What follows belongs to an exercise in optimizing a design on an open flow for small area; a production flow would make more cautious choices.
RTL that was checked went through simulation tests only; none was proved equivalent to the original.

==> trial 30 <==
==> flow/design.v <==
package img_params_pkg;
  localparam int IMG_WIDTH_DEF  = 220;
  localparam int IMG_HEIGHT_DEF = 220;
  localparam int DATA_WIDTH_DEF = 8;
  localparam int WIN_ELEMS  = 9;
  localparam int WIN_CENTRE = 4;
  typedef enum logic [2:0] {
    ST_IDLE   = 3'd0,
    ST_ACTIVE = 3'd1,
    ST_EOL    = 3'd2,
    ST_FLUSH  = 3'd3,
    ST_DONE   = 3'd4
  } gw_state_e;
endpackage
module gray_line_ram #(
  parameter int DEPTH = 443,
  parameter int DW    = 8
) (
  input  logic                clk,
  input  logic                en,
  input  logic                en0,
  input  logic [DW-1:0]       din,
  output logic [DEPTH*DW-1:0] q
);
  logic [DW-1:0]           head_q;
  logic [(DEPTH-1)*DW-1:0] tail_q;
  always_ff @(posedge clk) begin
    if (en || en0) head_q <= din;
    if (en)        tail_q <= {tail_q[(DEPTH-2)*DW-1:0], head_q};
  end
  assign q = {tail_q, head_q};
endmodule
import img_params_pkg::*;
module gray_window_3x3 #(
  parameter int IMG_WIDTH  = img_params_pkg::IMG_WIDTH_DEF,
  parameter int IMG_HEIGHT = img_params_pkg::IMG_HEIGHT_DEF,
  parameter int DATA_WIDTH = img_params_pkg::DATA_WIDTH_DEF
) (
  input  logic                              clk,
  input  logic                              rstn,
  input  logic                              start,
  input  logic                              in_valid,
  input  logic [DATA_WIDTH-1:0]             in_data,
  output logic                              in_ready,
  output logic                              win_valid,
  output logic [9*DATA_WIDTH-1:0]           win_data,
  output logic [$clog2(IMG_HEIGHT)-1:0]     out_row,
  output logic [$clog2(IMG_WIDTH)-1:0]      out_col,
  output logic                              busy,
  output logic                              done
);
  localparam int DW    = DATA_WIDTH;
  localparam int W     = IMG_WIDTH;
  localparam int AW    = $clog2(IMG_WIDTH);
  localparam int RW    = $clog2(IMG_HEIGHT);
  localparam int DEPTH = 2 * W + 3;
  img_params_pkg::gw_state_e    state_q, state_d;
  logic [AW-1:0]                ccol_q, ccol_d;
  logic [RW-1:0]                crow_q, crow_d;
  logic                         win_valid_q, win_valid_d;
  logic                         done_q, done_d;
  logic                         in_ready_q, in_ready_d;
  logic                         accept;
  logic                         first;
  logic                         shift_en;
  logic [DEPTH*DW-1:0]          line_q;
  logic                         pt, pb, pl, pr;
  assign accept   = in_valid && in_ready_q;
  assign first    = (ccol_q == AW'(W - 1));
  assign shift_en = (accept && !first) || (state_q == ST_EOL) ||
                    (state_q == ST_FLUSH);
  gray_line_ram #(.DEPTH(DEPTH), .DW(DW)) u_line (
    .clk  (clk),
    .en   (shift_en),
    .en0  (accept),
    .din  (~in_data),
    .q    (line_q)
  );
  always_comb begin
    state_d     = state_q;
    ccol_d      = ccol_q;
    crow_d      = crow_q;
    win_valid_d = 1'b0;
    done_d      = 1'b0;
    case (state_q)
      ST_IDLE: begin
        if (start) begin
          state_d = ST_ACTIVE;
          ccol_d  = AW'(W - 1);
          crow_d  = RW'(-2);
        end
      end
      ST_ACTIVE: begin
        if (accept) begin
          ccol_d = (ccol_q == AW'(W)) ? '0 : ccol_q + AW'(1);
          if (first) crow_d = crow_q + RW'(1);
          else       win_valid_d = (crow_q != '1);
          if (ccol_q == AW'(W - 3)) state_d = ST_EOL;
        end
      end
      ST_EOL: begin
        ccol_d      = AW'(W - 1);
        win_valid_d = (crow_q != '1);
        state_d     = (crow_q == RW'(IMG_HEIGHT - 2)) ? ST_FLUSH : ST_ACTIVE;
      end
      ST_FLUSH: begin
        win_valid_d = 1'b1;
        crow_d      = RW'(IMG_HEIGHT - 1);
        if (crow_q != RW'(IMG_HEIGHT - 1)) ccol_d = '0;
        else                               ccol_d = ccol_q + AW'(1);
        if (crow_q == RW'(IMG_HEIGHT - 1) && ccol_q == AW'(W - 2))
          state_d = ST_DONE;
      end
      ST_DONE: begin
        state_d = ST_IDLE;
        done_d  = 1'b1;
      end
      default: state_d = ST_IDLE;
    endcase
    in_ready_d = (state_d == ST_ACTIVE);
  end
  always_ff @(posedge clk or negedge rstn) begin
    if (!rstn) begin
      state_q     <= ST_IDLE;
      win_valid_q <= 1'b0;
      done_q      <= 1'b0;
      in_ready_q  <= 1'b0;
    end else begin
      state_q     <= state_d;
      win_valid_q <= win_valid_d;
      done_q      <= done_d;
      in_ready_q  <= in_ready_d;
    end
  end
  always_ff @(posedge clk) begin
    ccol_q <= ccol_d;
    crow_q <= crow_d;
  end
  assign pt = (crow_q == '0);
  assign pb = (crow_q == RW'(IMG_HEIGHT - 1));
  assign pl = (ccol_q == '0);
  assign pr = (ccol_q == AW'(W - 1));
  for (genvar gi = 0; gi < 3; gi++) begin : g_r
    for (genvar gj = 0; gj < 3; gj++) begin : g_c
      localparam int K = 3*gi + gj;
      localparam int P = (2 - gi) * W + (2 - gj);
      logic kill;
      assign kill = (gi == 0 && pt) || (gi == 2 && pb) ||
                    (gj == 0 && pl) || (gj == 2 && pr);
      assign win_data[DW*K +: DW] = ~(line_q[DW*P +: DW] | {DW{kill}});
    end
  end
  assign in_ready  = in_ready_q;
  assign win_valid = win_valid_q;
  assign out_row   = crow_q;
  assign out_col   = ccol_q;
  assign busy      = (state_q != ST_IDLE);
  assign done      = done_q;
endmodule
==> flow/flow/run.sh <==
#!/bin/bash
# The standard layout (standard.sh), with two changes passed through the
# environment: clock tree synthesis without dummy loads and with clustering
# of our own choice, and the smallest buffer for the port buffers.
export CTS_ARGS="-sink_clustering_enable -repair_clock_nets -dont_use_dummy_load -buf_list sky130_fd_sc_hd__clkbuf_8 -sink_clustering_size 18 -sink_clustering_max_diameter 60"
export BUFFER_PORTS_ARGS="-buffer_cell sky130_fd_sc_hd__buf_1"
bash standard.sh > standard_sh.log 2>&1
==> flow/standard.sh <==
#!/bin/bash
# synth_recipe.tcl (not shown) runs the flow's synth.tcl, then flattens the netlist and writes it again
# the make line also repeats each setting of config.mk as NAME=value (left out here)
make -C /OpenROAD-flow-scripts/flow DESIGN_CONFIG=/design/flow/config.mk WORK_HOME=/design/flow/orfs CLKGATE_MAP_FILE= SYNTH_SCRIPT=/design/flow/synth_recipe.tcl "${@:-finish}"
==> flow/config.mk <==
export PLATFORM = sky130hd
export DESIGN_NAME = gray_window_3x3
export DESIGN_NICKNAME = gray_window_3x3
export VERILOG_FILES = /design/flow/design.v
export SDC_FILE = /design/flow/constraint.sdc
export NUM_CORES = 4
export LEC_CHECK = 0
export CAP_MARGIN = 5
export CORE_MARGIN = 2
export CORE_UTILIZATION = 50
export PLACE_DENSITY = 0.6
export SLEW_MARGIN = 5
==> flow/constraint.sdc <==
create_clock -name core_clock -period 10.0 [get_ports {clk}]
set_input_delay 2.0000 -clock core_clock [delete_from_list [all_inputs] [get_ports {clk}]]
set_output_delay 2.0000 -clock core_clock [all_outputs]
set_load 0.01 [all_outputs]
==> inputs of build 79, as changes to trial 30 <==
==> flow/design.v, changed modules only <==
module gray_line_ram #(
  parameter int DEPTH = 443,
  parameter int DW    = 8
) (
  input  logic                clk,
  input  logic                en,
  input  logic                en0,
  input  logic [DW-1:0]       din,
  output logic [DEPTH*DW-1:0] q
);
  logic [DW-1:0]           head_q;
  logic [(DEPTH-2)*DW-1:0] mid_q;
  logic [DW-1:0]           last_q;
  always_ff @(posedge clk) begin
    if (en || en0) head_q <= din;
    if (en)        mid_q  <= {mid_q[(DEPTH-3)*DW-1:0], head_q};
    last_q <= mid_q[(DEPTH-2)*DW-1 -: DW];
  end
  assign q = {last_q, mid_q, head_q};
endmodule
==> flow/flow/run.sh (replaced) <==
#!/bin/bash
# The standard layout (standard.sh), with two changes passed through the
# environment: clock tree synthesis without dummy loads and with clustering
# of our own choice, and the smallest buffer for the port buffers.
export CTS_ARGS="-sink_clustering_enable -repair_clock_nets -dont_use_dummy_load -buf_list sky130_fd_sc_hd__clkbuf_8 -sink_clustering_size 17 -sink_clustering_max_diameter 50"
export BUFFER_PORTS_ARGS="-buffer_cell sky130_fd_sc_hd__buf_1"
bash standard.sh > standard_sh.log 2>&1
--- a/flow/config.mk
+++ b/flow/config.mk
@@ -7,3 +7,3 @@
 export LEC_CHECK = 0
-export CAP_MARGIN = 5
+export CAP_MARGIN = 20
 export CORE_MARGIN = 2
@@ -11,2 +11,2 @@
 export PLACE_DENSITY = 0.6
-export SLEW_MARGIN = 5
+export SLEW_MARGIN = 20
==> inputs of trial 50, as changes to trial 30 <==
==> flow/design.v, changed modules only <==
module gray_line_ram #(
  parameter int DEPTH = 443,
  parameter int DW    = 8
) (
  input  logic                clk,
  input  logic                en,
  input  logic [DW-1:0]       din,
  output logic [DEPTH*DW-1:0] q
);
  logic [DEPTH*DW-1:0] sr_q;
  always_ff @(posedge clk) begin
    if (en) sr_q <= {sr_q[(DEPTH-1)*DW-1:0], din};
  end
  assign q = sr_q;
endmodule
module gray_window_3x3 #(
  parameter int IMG_WIDTH  = img_params_pkg::IMG_WIDTH_DEF,
  parameter int IMG_HEIGHT = img_params_pkg::IMG_HEIGHT_DEF,
  parameter int DATA_WIDTH = img_params_pkg::DATA_WIDTH_DEF
) (
  input  logic                              clk,
  input  logic                              rstn,
  input  logic                              start,
  input  logic                              in_valid,
  input  logic [DATA_WIDTH-1:0]             in_data,
  output logic                              in_ready,
  output logic                              win_valid,
  output logic [9*DATA_WIDTH-1:0]           win_data,
  output logic [$clog2(IMG_HEIGHT)-1:0]     out_row,
  output logic [$clog2(IMG_WIDTH)-1:0]      out_col,
  output logic                              busy,
  output logic                              done
);
  localparam int DW    = DATA_WIDTH;
  localparam int W     = IMG_WIDTH;
  localparam int AW    = $clog2(IMG_WIDTH);
  localparam int RW    = $clog2(IMG_HEIGHT);
  localparam int DEPTH = 2 * W + 3;
  img_params_pkg::gw_state_e    state_q, state_d;
  logic [AW-1:0]                ccol_q, ccol_d;
  logic [RW-1:0]                crow_q, crow_d;
  logic                         win_valid_q, win_valid_d;
  logic                         vshift_q, vshift_d;
  logic                         done_q, done_d;
  logic                         in_ready_q, in_ready_d;
  logic                         accept;
  logic                         shift_en;
  logic [DEPTH*DW-1:0]          line_q;
  logic                         pt, pb, pl, pr;
  assign accept   = in_valid && in_ready_q;
  assign shift_en = accept || (state_q == ST_FLUSH);
  gray_line_ram #(.DEPTH(DEPTH), .DW(DW)) u_line (
    .clk  (clk),
    .en   (shift_en),
    .din  (in_data),
    .q    (line_q)
  );
  always_comb begin
    state_d     = state_q;
    ccol_d      = ccol_q;
    crow_d      = crow_q;
    win_valid_d = 1'b0;
    vshift_d    = 1'b0;
    done_d      = 1'b0;
    case (state_q)
      ST_IDLE: begin
        if (start) begin
          state_d = ST_ACTIVE;
          ccol_d  = AW'(W - 1);
          crow_d  = RW'(-2);
        end
      end
      ST_ACTIVE: begin
        if (accept) begin
          ccol_d = (ccol_q == AW'(W)) ? '0 : ccol_q + AW'(1);
          if (ccol_q == AW'(W - 1)) begin
            crow_d = crow_q + RW'(1);
          end else begin
            win_valid_d = (crow_q != '1);
          end
          if (ccol_q == AW'(W - 3)) state_d = ST_EOL;
        end
      end
      ST_EOL: begin
        ccol_d      = AW'(W - 1);
        win_valid_d = (crow_q != '1);
        vshift_d    = 1'b1;
        state_d     = (crow_q == RW'(IMG_HEIGHT - 2)) ? ST_FLUSH : ST_ACTIVE;
      end
      ST_FLUSH: begin
        win_valid_d = 1'b1;
        vshift_d    = 1'b1;
        crow_d      = RW'(IMG_HEIGHT - 1);
        if (crow_q != RW'(IMG_HEIGHT - 1)) ccol_d = '0;
        else                               ccol_d = ccol_q + AW'(1);
        if (crow_q == RW'(IMG_HEIGHT - 1) && ccol_q == AW'(W - 2))
          state_d = ST_DONE;
      end
      ST_DONE: begin
        state_d = ST_IDLE;
        done_d  = 1'b1;
      end
      default: state_d = ST_IDLE;
    endcase
    in_ready_d = (state_d == ST_ACTIVE);
  end
  always_ff @(posedge clk or negedge rstn) begin
    if (!rstn) begin
      state_q     <= ST_IDLE;
      win_valid_q <= 1'b0;
      done_q      <= 1'b0;
      in_ready_q  <= 1'b0;
    end else begin
      state_q     <= state_d;
      win_valid_q <= win_valid_d;
      done_q      <= done_d;
      in_ready_q  <= in_ready_d;
    end
  end
  always_ff @(posedge clk) begin
    ccol_q   <= ccol_d;
    crow_q   <= crow_d;
    vshift_q <= vshift_d;
  end
  assign pt = (crow_q == '0);
  assign pb = (crow_q == RW'(IMG_HEIGHT - 1));
  assign pl = (ccol_q == '0);
  assign pr = (ccol_q == AW'(W - 1));
  for (genvar gi = 0; gi < 3; gi++) begin : g_r
    for (genvar gj = 0; gj < 3; gj++) begin : g_c
      localparam int K  = 3*gi + gj;
      localparam int PN = (2 - gi) * W + (2 - gj);
      localparam int PS = (PN > 0) ? PN - 1 : 0;
      logic kill;
      assign kill = (gi == 0 && pt) || (gi == 2 && pb) ||
                    (gj == 0 && pl) || (gj == 2 && pr);
      assign win_data[DW*K +: DW] =
        kill ? '0 : (vshift_q ? line_q[DW*PS +: DW] : line_q[DW*PN +: DW]);
    end
  end
  assign in_ready  = in_ready_q;
  assign win_valid = win_valid_q;
  assign out_row   = crow_q;
  assign out_col   = ccol_q;
  assign busy      = (state_q != ST_IDLE);
  assign done      = done_q;
endmodule
==> flow/flow/run.sh (replaced) <==
#!/bin/bash
cp standard.sh standard.sh.txt
cp synth_recipe.tcl synth_recipe.tcl.txt
export CTS_ARGS="-sink_clustering_enable -repair_clock_nets -dont_use_dummy_load -buf_list sky130_fd_sc_hd__clkbuf_8"
bash standard.sh > standard_sh.log 2>&1
--- a/flow/config.mk
+++ b/flow/config.mk
@@ -7,6 +7,6 @@
 export LEC_CHECK = 0
-export CAP_MARGIN = 5
+export CAP_MARGIN = 20
 export CORE_MARGIN = 2
-export CORE_UTILIZATION = 50
-export PLACE_DENSITY = 0.6
-export SLEW_MARGIN = 5
+export CORE_UTILIZATION = 60
+export PLACE_DENSITY = 0.7
+export SLEW_MARGIN = 20
==> results.sh <==
export IMPL_status="timing/DRC/antenna clean"
export IMPL_total_leakage_power_nw=45.72
export IMPL_r2r_end="u_line.tail_q[1783]$_DFFE_PP_"
export IMPL_reg2reg_slack_ns=6.13
export IMPL_muxShareOfSynthArea_pct=0.009257
Source of the figures above: trial 30

==> results.sh <==
export IMPL_muxShareOfSynthArea_pct=0.5980
export IMPL_status="timing/DRC/antenna clean"
export IMPL_r2r_end="u_line.sr_q[3224]$_DFFE_PP_"
export IMPL_total_leakage_power_nw=41.05
export IMPL_reg2reg_slack_ns=5.72
Source of the figures above: trial 50

==> results.sh <==
export IMPL_status="timing/DRC/antenna clean"
export IMPL_muxShareOfSynthArea_pct=0
export IMPL_reg2reg_slack_ns=5.86
export IMPL_total_leakage_power_nw=37.81
Source of the figures above: build 79

No functional check of the RTL was part of trial 30.

==> what the ideal ports hide <==
How much do the figures lean on ideal ports? The routed layouts below were timed once more, with nothing changed but the port constraints.
Step 1, drivers: a clkbuf_16 drives clk and a buf_2 each remaining input, both assumed.
Step 2 also shifts input and output timing later by t, the mid clock arrival at the registers, as if the neighbouring blocks saw the same clock.
a / b / c = ideal ports / drivers / drivers and shift; a / b = the first two.
run	t, ns	slack for setup (ns)	worst setup path after step 2
trial 30	1.005	4.531 / 4.457 / 4.937	input to register
build 79	1.049	4.294 / 4.218 / 4.753	input to register
trial 50	1.053	3.884 / 3.803 / 4.426	input to register
After both steps setup and hold are still met in every run listed.
